From an optimization exercise on the open Yosys and OpenROAD flow, aimed at small area; shortcuts taken in it are not production practice.
At most, simulation tests tie the RTL to the original design; equivalence was not proved.
The flow treats the clock pin as an ideal source, which a real chip does not have.
Power figures rest on the tool's default switching activity, not on a simulated workload.

Design pool_core_mc, start of the top module:
module pool_core_mc
#(
    parameter int DATA_WIDTH  = 8,
    parameter int WIN_H       = 3,
    parameter int WIN_W       = 3,
    parameter int CH_NUM      = 4,
    parameter int RECIP_SHIFT = 16
) (
    input  logic                                     clk,
    input  logic                                     reset,
    input  logic                                     din_vld,
    output logic                                     din_rdy,
    input  logic                                     din_mode,
    input  logic [CH_NUM*WIN_H*WIN_W*DATA_WIDTH-1:0] din,
    output logic                                     dout_vld,
    input  logic                                     dout_rdy,
    output logic [CH_NUM*DATA_WIDTH-1:0]             dout
);
Size: ~1,700 cells after synthesis, ~180 flip-flops, about 18,000 um^2 of cells after synthesis.
==> module pool_lane_a, before the edit <==
module pool_lane_a
(
    input  logic        mode,
    input  logic [71:0] win,
    output logic [11:0] word
);
    localparam int DATA_WIDTH = 8;
    localparam int N          = 9;
    logic [7:0] u [N];
    for (genvar gi = 0; gi < N; gi++) begin : g_u
        assign u[gi] = win[gi*DATA_WIDTH +: DATA_WIDTH] ^ 8'h80;
    end
    function automatic logic [7:0] max3(input logic [7:0] a, input logic [7:0] b,
                                        input logic [7:0] c);
        logic [2:0] alive;
        logic [7:0] m;
        alive = 3'b111;
        for (int k = 7; k >= 0; k--) begin
            m[k]     = (alive[0] & a[k]) | (alive[1] & b[k]) | (alive[2] & c[k]);
            alive[0] = alive[0] & (a[k] | ~m[k]);
            alive[1] = alive[1] & (b[k] | ~m[k]);
            alive[2] = alive[2] & (c[k] | ~m[k]);
        end
        max3 = m;
    endfunction
    logic [7:0] m0, m1, m2;
    logic [7:1] mx;
    logic       mx_x, mx_y;
    assign m0 = max3(u[0], u[1], u[2]);
    assign m1 = max3(u[3], u[4], u[5]);
    assign m2 = max3(u[6], u[7], u[8]);
    always_comb begin
        logic [2:0] alive;
        alive = 3'b111;
        for (int k = 7; k >= 1; k--) begin
            mx[k]    = (alive[0] & m0[k]) | (alive[1] & m1[k]) | (alive[2] & m2[k]);
            if (k > 1) begin
                alive[0] = alive[0] & (m0[k] | ~mx[k]);
                alive[1] = alive[1] & (m1[k] | ~mx[k]);
                alive[2] = alive[2] & (m2[k] | ~mx[k]);
            end
        end
        mx_x = (alive[0] & m0[1] & m0[0]) | (alive[1] & m1[1] & m1[0])
             | (alive[2] & m2[1] & m2[0]);
        mx_y = (alive[0] & m0[0]) | (alive[1] & m1[0]) | (alive[2] & m2[0]);
    end
    logic [11:0] usum;
    pool_sum9 u_sum (
        .win  (win),
        .usum (usum)
    );
    assign word = (mode == POOL_AVG) ? usum : {usum[11:9], mx_y, mx, mx_x};
endmodule
==> module pool_lane_b, before the edit <==
module pool_lane_b
(
    input  logic        mode,
    input  logic [11:0] word,
    output logic [7:0]  result
);
    logic [13:0] w7;
    logic [9:0]  ql;
    logic [7:0]  avg;
    assign w7  = {word, 3'b000} - 14'(word);
    assign ql  = 10'(w7[7:0]) + 10'(w7[13:6]) + 10'd4;
    assign avg = {w7[13:8] + 6'(ql[9:8]), ql[7:6]};
    logic [7:0] mx;
    assign mx = {word[7:1], word[0] | (~word[1] & word[8])};
    assign result = (mode == POOL_AVG) ? {~avg[7], avg[6:0]} : {~mx[7], mx[6:0]};
endmodule
==> flow/config.mk <==
export PLATFORM = sky130hd
export DESIGN_NAME = pool_core_mc
export DESIGN_NICKNAME = pool_core_mc
export VERILOG_FILES = /design/flow/design.v
export SDC_FILE = /design/flow/constraint.sdc
export NUM_CORES = 4
export LEC_CHECK = 0
export ABC_AREA = 1
export CAP_MARGIN = 20
export CORE_MARGIN = 2
export CORE_UTILIZATION = 40
export SLEW_MARGIN = 20
==> flow/constraint.sdc <==
create_clock -name core_clock -period 6.5 [get_ports {clk}]
set_input_delay 1.3000 -clock core_clock [delete_from_list [all_inputs] [get_ports {clk}]]
set_output_delay 1.3000 -clock core_clock [all_outputs]
set_load 0.01 [all_outputs]
standard.sh (not shown) runs the stock make flow with config.mk's settings and CLKGATE_MAP_FILE= SYNTH_SCRIPT=/design/flow/synth_recipe.tcl, a recipe that flattens the netlist after the stock synthesis.
==> flow/flow/run.sh <==
#!/bin/bash
set -euo pipefail
work=$PWD
sed -e 's#^source $::env(SCRIPTS_DIR)/synth_preamble.tcl#&\nset abc_args [lreplace $abc_args 1 1 '"$work"'/flow/abc_map.script]#' \
    -e 's#^  extract_fa {\*}\[dont_use_extract_fa_args\]#& pool_sum9#' \
    -e 's#^  log_cmd abc {\*}$abc_args$#  log_cmd abc {*}[lreplace $abc_args 1 1 '"$work"'/flow/abc_map_a.script] pool_lane_a\n  log_cmd abc {*}[lreplace $abc_args 1 1 '"$work"'/flow/abc_map_b.script] pool_lane_b\n&#' \
    "$FLOW_HOME/scripts/synth.tcl" > "$work/own_synth_orfs.tcl"
grep -q 'extract_fa {\*}\[dont_use_extract_fa_args\] pool_sum9' "$work/own_synth_orfs.tcl"
grep -q 'abc_map.script' "$work/own_synth_orfs.tcl"
grep -q 'abc_map_a.script\] pool_lane_a' "$work/own_synth_orfs.tcl"
grep -q 'abc_map_b.script\] pool_lane_b' "$work/own_synth_orfs.tcl"
sed "s#source \$::env(SCRIPTS_DIR)/synth.tcl#source $work/own_synth_orfs.tcl#" \
    "$work/synth_recipe.tcl" > "$work/own_synth.tcl"
grep -q own_synth_orfs.tcl "$work/own_synth.tcl"
export BUFFER_PORTS_ARGS="-buffer_cell sky130_fd_sc_hd__buf_1"
export GPL_KEEP_OVERFLOW=0
export POST_CTS_TCL="$work/flow/post_cts.tcl"
export CTS_ARGS="-sink_clustering_enable -repair_clock_nets -dont_use_dummy_load -buf_list {sky130_fd_sc_hd__clkbuf_4 sky130_fd_sc_hd__clkbuf_8}"
bash standard.sh "SYNTH_SCRIPT=$work/own_synth.tcl" SYNTH_HIERARCHICAL=1 SYNTH_ARGS=-noabc finish > standard_flow.log 2>&1
==> flow/flow/abc_map.script <==
strash
dch
map -D 3000
topo
stime -c
buffer -c
upsize -c
dnsize -c
==> flow/flow/abc_map_a.script <==
strash
dch
amap
topo
stime -c
upsize -c
dnsize -c
==> flow/flow/abc_map_b.script <==
strash
&get -n
&deepsyn -T 30
&put
dch
amap
topo
stime -c
==> flow/flow/post_cts.tcl <==
set upsized 0
foreach net [get_nets clknet_*] {
  set loads [get_pins -of_objects $net -filter "direction==input"]
  if { [llength $loads] > 14 } {
    set drv [get_pins -of_objects $net -filter "direction==output"]
    set inst [get_cells -of_objects $drv]
    if { [get_property $inst ref_name] == "sky130_fd_sc_hd__clkbuf_8" } {
      replace_cell $inst sky130_fd_sc_hd__clkbuf_16
      incr upsized
    }
  }
}
puts "post_cts: upsized $upsized clock buffers"
if { $upsized > 0 } {
  detailed_placement
  check_placement -verbose
  estimate_parasitics -placement
}
Change:
--- a/flow/design.v
+++ b/flow/design.v
@@ -309,39 +309,23 @@
             alive[0] = alive[0] & (a[k] | ~m[k]);
             alive[1] = alive[1] & (b[k] | ~m[k]);
             alive[2] = alive[2] & (c[k] | ~m[k]);
         end
         max3 = m;
     endfunction
-    logic [7:0] m0, m1, m2;
-    logic [7:1] mx;
-    logic       mx_x, mx_y;
+    logic [7:0] m0, m1, m2, mx;
     assign m0 = max3(u[0], u[1], u[2]);
     assign m1 = max3(u[3], u[4], u[5]);
     assign m2 = max3(u[6], u[7], u[8]);
-    always_comb begin
-        logic [2:0] alive;
-        alive = 3'b111;
-        for (int k = 7; k >= 1; k--) begin
-            mx[k]    = (alive[0] & m0[k]) | (alive[1] & m1[k]) | (alive[2] & m2[k]);
-            if (k > 1) begin
-                alive[0] = alive[0] & (m0[k] | ~mx[k]);
-                alive[1] = alive[1] & (m1[k] | ~mx[k]);
-                alive[2] = alive[2] & (m2[k] | ~mx[k]);
-            end
-        end
-        mx_x = (alive[0] & m0[1] & m0[0]) | (alive[1] & m1[1] & m1[0])
-             | (alive[2] & m2[1] & m2[0]);
-        mx_y = (alive[0] & m0[0]) | (alive[1] & m1[0]) | (alive[2] & m2[0]);
-    end
+    assign mx = max3(m0, m1, m2);
     logic [11:0] usum;
     pool_sum9 u_sum (
         .win  (win),
         .usum (usum)
     );
-    assign word = (mode == POOL_AVG) ? usum : {usum[11:9], mx_y, mx, mx_x};
+    assign word = {usum[11:8], (mode == POOL_AVG) ? usum[7:0] : mx};
 endmodule
 module pool_lane_b
 (
     input  logic        mode,
     input  logic [11:0] word,
     output logic [7:0]  result
@@ -349,15 +333,13 @@
     logic [13:0] w7;
     logic [9:0]  ql;
     logic [7:0]  avg;
     assign w7  = {word, 3'b000} - 14'(word);
     assign ql  = 10'(w7[7:0]) + 10'(w7[13:6]) + 10'd4;
     assign avg = {w7[13:8] + 6'(ql[9:8]), ql[7:6]};
-    logic [7:0] mx;
-    assign mx = {word[7:1], word[0] | (~word[1] & word[8])};
-    assign result = (mode == POOL_AVG) ? {~avg[7], avg[6:0]} : {~mx[7], mx[6:0]};
+    assign result = (mode == POOL_AVG) ? {~avg[7], avg[6:0]} : {~word[7], word[6:0]};
 endmodule
 import pool_pkg::*;
 module pool_core_mc
 #(
     parameter int DATA_WIDTH  = 8,
     parameter int WIN_H       = 3,
Result:
- The new run went through all stages and came out clean
- power is higher slightly
- via count climbs slightly
- die area climbs slightly
- utilization increases by 0.69 points
- sequential cell count is unchanged
- maximum frequency decreases slightly
- routed wire length fell by a few percent
- setup slack got worse by 120 ps
- cell area climbs by a few percent
- global-route usage drops by 1.4 points
- cell count grows by a few percent
- sequential power is about the same
- non-clock buffer count came out higher by 74
Only the layout flow was run in the second run of this note; the RTL was not checked for function there.


== rev 12 ==
pool_core_mc, a different RTL version from the one above (not shown whole).
For scale: ~2,000 cells after synthesis, ~180 flip-flops, roughly 330 I/O pins.
==> module pool_lane_a, before the edit <==
module pool_lane_a
(
    input  logic        mode,
    input  logic [71:0] win,
    output logic [11:0] word
);
    localparam int DATA_WIDTH = 8;
    localparam int N          = 9;
    logic [7:0] u [N];
    for (genvar gi = 0; gi < N; gi++) begin : g_u
        assign u[gi] = win[gi*DATA_WIDTH +: DATA_WIDTH] ^ 8'h80;
    end
    logic [7:0] mx;
    always_comb begin
        logic [N-1:0] alive;
        alive = '1;
        for (int b = 7; b >= 0; b--) begin
            mx[b] = 1'b0;
            for (int i = 0; i < N; i++) mx[b] = mx[b] | (alive[i] & u[i][b]);
            for (int i = 0; i < N; i++) alive[i] = alive[i] & (u[i][b] | ~mx[b]);
        end
    end
    logic [11:0] usum;
    pool_sum9 u_sum (
        .win  (win),
        .usum (usum)
    );
    assign word = {usum[11:8], (mode == POOL_AVG) ? usum[7:0] : mx};
endmodule
export LEC_CHECK = 0
export ABC_AREA = 1
export CAP_MARGIN = 20
export CORE_MARGIN = 2
export CORE_UTILIZATION = 40
export SLEW_MARGIN = 20
create_clock -name core_clock -period 6.5 [get_ports {clk}]
==> flow/flow/run.sh <==
#!/bin/bash
# The standard ORFS layout, with these changes to how it is built:
#  - synthesis is the standard synthesis script (synth_recipe.tcl and the
#    ORFS synth.tcl it sources), run hierarchically, with three changes made
#    to a copy of ORFS's synth.tcl: ABC maps the combinational logic with
#    flow/abc_map.script (area-recovering mapping under a delay target),
#    except in module pool_lane_a (the first stage's maximum and word
#    select), mapped with flow/abc_map_a.script (the same with a looser
#    delay target), and module pool_lane_b (the second pipeline stage's
#    arithmetic, which has a whole clock cycle), mapped with
#    flow/abc_map_b.script (area mapping);
#    full/half adders are extracted only in the adder network module
#    pool_sum9; and yosys's synth skips its early "abc -fast" (SYNTH_ARGS
#    -noabc) so that extraction sees the adder network as written. Registers
#    are untouched; the design is flattened and renamed as synth_recipe.tcl does;
#  - the port buffers that global placement inserts on every input and output
#    are the small sky130_fd_sc_hd__buf_1 instead of the tool's default pick;
set -euo pipefail
work=$PWD
sed -e 's#^source $::env(SCRIPTS_DIR)/synth_preamble.tcl#&\nset abc_args [lreplace $abc_args 1 1 '"$work"'/flow/abc_map.script]#' \
    -e 's#^  extract_fa {\*}\[dont_use_extract_fa_args\]#& pool_sum9#' \
    -e 's#^  log_cmd abc {\*}$abc_args$#  log_cmd abc {*}[lreplace $abc_args 1 1 '"$work"'/flow/abc_map_a.script] pool_lane_a\n  log_cmd abc {*}[lreplace $abc_args 1 1 '"$work"'/flow/abc_map_b.script] pool_lane_b\n&#' \
    "$FLOW_HOME/scripts/synth.tcl" > "$work/own_synth_orfs.tcl"
grep -q 'extract_fa {\*}\[dont_use_extract_fa_args\] pool_sum9' "$work/own_synth_orfs.tcl"
grep -q 'abc_map.script' "$work/own_synth_orfs.tcl"
grep -q 'abc_map_b.script\] pool_lane_b' "$work/own_synth_orfs.tcl"
grep -q 'abc_map_a.script\] pool_lane_a' "$work/own_synth_orfs.tcl"
sed "s#source \$::env(SCRIPTS_DIR)/synth.tcl#source $work/own_synth_orfs.tcl#" \
    "$work/synth_recipe.tcl" > "$work/own_synth.tcl"
grep -q own_synth_orfs.tcl "$work/own_synth.tcl"
export BUFFER_PORTS_ARGS="-buffer_cell sky130_fd_sc_hd__buf_1"
export CTS_ARGS="-sink_clustering_enable -repair_clock_nets -dont_use_dummy_load -buf_list {sky130_fd_sc_hd__clkbuf_4 sky130_fd_sc_hd__clkbuf_8}"
bash standard.sh "SYNTH_SCRIPT=$work/own_synth.tcl" SYNTH_HIERARCHICAL=1 SYNTH_ARGS=-noabc finish > standard_flow.log 2>&1
Scripts as last shown in full above: flow/flow/abc_map.script
Other scripts of this flow, unchanged in this note and not shown: flow/flow/abc_map_a.script, flow/flow/abc_map_b.script
Setup changes, rev 12 to rev 13
-- flow/design.v --
<<< rev 12, line 296
        assign u[gi] = win[gi*DATA_WIDTH +: DATA_WIDTH] ^ 8'h80;
    end
    logic [7:0] mx;
    always_comb begin
        logic [N-1:0] alive;
        alive = '1;
        for (int b = 7; b >= 0; b--) begin
            mx[b] = 1'b0;
            for (int i = 0; i < N; i++) mx[b] = mx[b] | (alive[i] & u[i][b]);
            for (int i = 0; i < N; i++) alive[i] = alive[i] & (u[i][b] | ~mx[b]);
        end
    end
    logic [11:0] usum;
    pool_sum9 u_sum (
>>> rev 13, line 296
        assign u[gi] = win[gi*DATA_WIDTH +: DATA_WIDTH] ^ 8'h80;
    end
    function automatic logic [7:0] max3(input logic [7:0] a, input logic [7:0] b,
                                        input logic [7:0] c);
        logic [2:0] alive;
        logic [7:0] m;
        alive = 3'b111;
        for (int k = 7; k >= 0; k--) begin
            m[k]     = (alive[0] & a[k]) | (alive[1] & b[k]) | (alive[2] & c[k]);
            alive[0] = alive[0] & (a[k] | ~m[k]);
            alive[1] = alive[1] & (b[k] | ~m[k]);
            alive[2] = alive[2] & (c[k] | ~m[k]);
        end
        max3 = m;
    endfunction
    logic [7:0] m0, m1, m2, mx;
    assign m0 = max3(u[0], u[1], u[2]);
    assign m1 = max3(u[3], u[4], u[5]);
    assign m2 = max3(u[6], u[7], u[8]);
    assign mx = max3(m0, m1, m2);
    logic [11:0] usum;
    pool_sum9 u_sum (
--- outcome ---
Maximum frequency grows by a little under 10% when moving from rev 12 to rev 13. Going from rev 12 to rev 13, least setup slack across all paths after layout rose 0.43 ns; synthesized cell count rose 276; largest net degree at the start of global routing rose 55. Going from rev 12 to rev 13, design area has remained practically unchanged; power shows an increase of about 6.4%; total number of multi-input combinational cells now sits higher; final wirelength moved up; actual slew at the worst max-slew pin picked up an extra 0.095 ns. Rev 13 completed every stage of the flow, and the final layout passed the timing, DRC and antenna checks. Number of buffer and inverter instances along the worst setup path: rev 13 vs rev 12 down 1. Rev 13 against rev 12: synthesized area rose by about 5%; final critical-path required period fell by 0.43 ns; net count of the mapped netlist rose by 276.
The RTL of rev 12 was laid out without a check of its function.


pool_core_mc, a different RTL version from the one above (not shown whole).
Size: about 2,000 cells after synthesis, roughly 180 flip-flops, roughly 330 I/O pins.
==> module pool_lane_a, before the edit <==
module pool_lane_a
(
    input  logic        mode,
    input  logic [71:0] win,
    output logic [11:0] word
);
    localparam int DATA_WIDTH = 8;
    localparam int N          = 9;
    logic [7:0] u [N];
    for (genvar gi = 0; gi < N; gi++) begin : g_u
        assign u[gi] = win[gi*DATA_WIDTH +: DATA_WIDTH] ^ 8'h80;
    end
    logic [7:0] mx;
    always_comb begin
        logic [N-1:0] alive;
        logic         or_hi, or_lo;
        alive = '1;
        for (int b = 7; b >= 1; b -= 2) begin
            mx[b] = 1'b0;
            or_hi = 1'b0;
            or_lo = 1'b0;
            for (int i = 0; i < N; i++) begin
                mx[b] = mx[b] | (alive[i] & u[i][b]);
                or_hi = or_hi | (alive[i] & u[i][b] & u[i][b-1]);
                or_lo = or_lo | (alive[i] & u[i][b-1]);
            end
            mx[b-1] = mx[b] ? or_hi : or_lo;
            for (int i = 0; i < N; i++) begin
                alive[i] = alive[i] & (u[i][b] | ~mx[b]) & (u[i][b-1] | ~mx[b-1]);
            end
        end
    end
    logic [11:0] usum;
    pool_sum9 u_sum (
        .win  (win),
        .usum (usum)
    );
    assign word = {usum[11:8], (mode == POOL_AVG) ? usum[7:0] : mx};
endmodule
==> flow/config.mk <==
export PLATFORM = sky130hd
export DESIGN_NAME = pool_core_mc
export DESIGN_NICKNAME = pool_core_mc
export VERILOG_FILES = /design/flow/design.v
export SDC_FILE = /design/flow/constraint.sdc
export NUM_CORES = 4
export LEC_CHECK = 0
export ABC_AREA = 1
export CAP_MARGIN = 20
export CORE_MARGIN = 2
export CORE_UTILIZATION = 40
export SLEW_MARGIN = 20
==> flow/constraint.sdc <==
create_clock -name core_clock -period 6.5 [get_ports {clk}]
set_input_delay 1.3000 -clock core_clock [delete_from_list [all_inputs] [get_ports {clk}]]
set_output_delay 1.3000 -clock core_clock [all_outputs]
set_load 0.01 [all_outputs]
==> flow/flow/abc_map_a.script <==
strash
dch
map -D 4000
topo
stime -c
buffer -c
upsize -c
dnsize -c
==> flow/flow/abc_map_b.script <==
strash
dch
amap
topo
stime -c
Scripts as last shown in full above: flow/flow/run.sh, flow/flow/abc_map.script
Then changed:
--- a/flow/design.v
+++ b/flow/design.v
@@ -299,19 +299,9 @@
     always_comb begin
         logic [N-1:0] alive;
-        logic         or_hi, or_lo;
         alive = '1;
-        for (int b = 7; b >= 1; b -= 2) begin
+        for (int b = 7; b >= 0; b--) begin
             mx[b] = 1'b0;
-            or_hi = 1'b0;
-            or_lo = 1'b0;
-            for (int i = 0; i < N; i++) begin
-                mx[b] = mx[b] | (alive[i] & u[i][b]);
-                or_hi = or_hi | (alive[i] & u[i][b] & u[i][b-1]);
-                or_lo = or_lo | (alive[i] & u[i][b-1]);
-            end
-            mx[b-1] = mx[b] ? or_hi : or_lo;
-            for (int i = 0; i < N; i++) begin
-                alive[i] = alive[i] & (u[i][b] | ~mx[b]) & (u[i][b-1] | ~mx[b-1]);
-            end
+            for (int i = 0; i < N; i++) mx[b] = mx[b] | (alive[i] & u[i][b]);
+            for (int i = 0; i < N; i++) alive[i] = alive[i] & (u[i][b] | ~mx[b]);
         end
     end
- combinational power stays flat
- synthesized cell count is lower by 6.4%
- final area came out higher by 2.2%
- worst setup slack gets worse by 0.16 ns
- count of clock-buffer cells in the layout is unchanged
- utilization is higher by 3.4 points
Function was not checked in any run of this note: the RTL went through the layout flow alone.

-- port drivers added, routing unchanged --
How much do the figures lean on ideal ports? The routed layouts below were timed once more, with nothing changed but the port constraints. Step 1 assumes that a clkbuf_16 drives the clock port and a buf_2 every other input. Step 2 times the ports against the registers' clock, not the clock port: input delays grow and output delays shrink by t, the midpoint of the rising clock arrivals with the driver on. Slacks: ideal / step 1 / step 2; pairs: ideal / step 1.
run | t, ns | slack for setup (ns) | worst setup path after step 2 | worst register clock-pin slew, ns | worst data-port slew with drivers (ns)
the first run of note 1 | 0.415 | 0.268 / 0.297 / -0.118 | input to register | 0.09 / 0.09 | 0.11
the second run of note 1 | 0.422 | 0.145 / 0.167 / -0.255 | input to register | 0.10 / 0.10 | 0.05
rev 12 | 0.473 | 0.308 / 0.329 / -0.144 | input to register | 0.12 / 0.12 | 0.05
rev 13 | 0.480 | 0.737 / 0.759 / 0.279 | input to register | 0.10 / 0.10 | 0.07
the first run of note 3 | 0.474 | 0.331 / 0.352 / -0.122 | input to register | 0.10 / 0.10 | 0.06
the second run of note 3 | 0.474 | 0.169 / 0.180 / -0.294 | input to register | 0.11 / 0.11 | 0.05
Met with ideal ports but missed after step 2: setup timing in 5 of these runs. The setup slack of the second run of note 3, which loses most, moves by +0.011 ns with the drivers and by -0.463 ns with both steps.
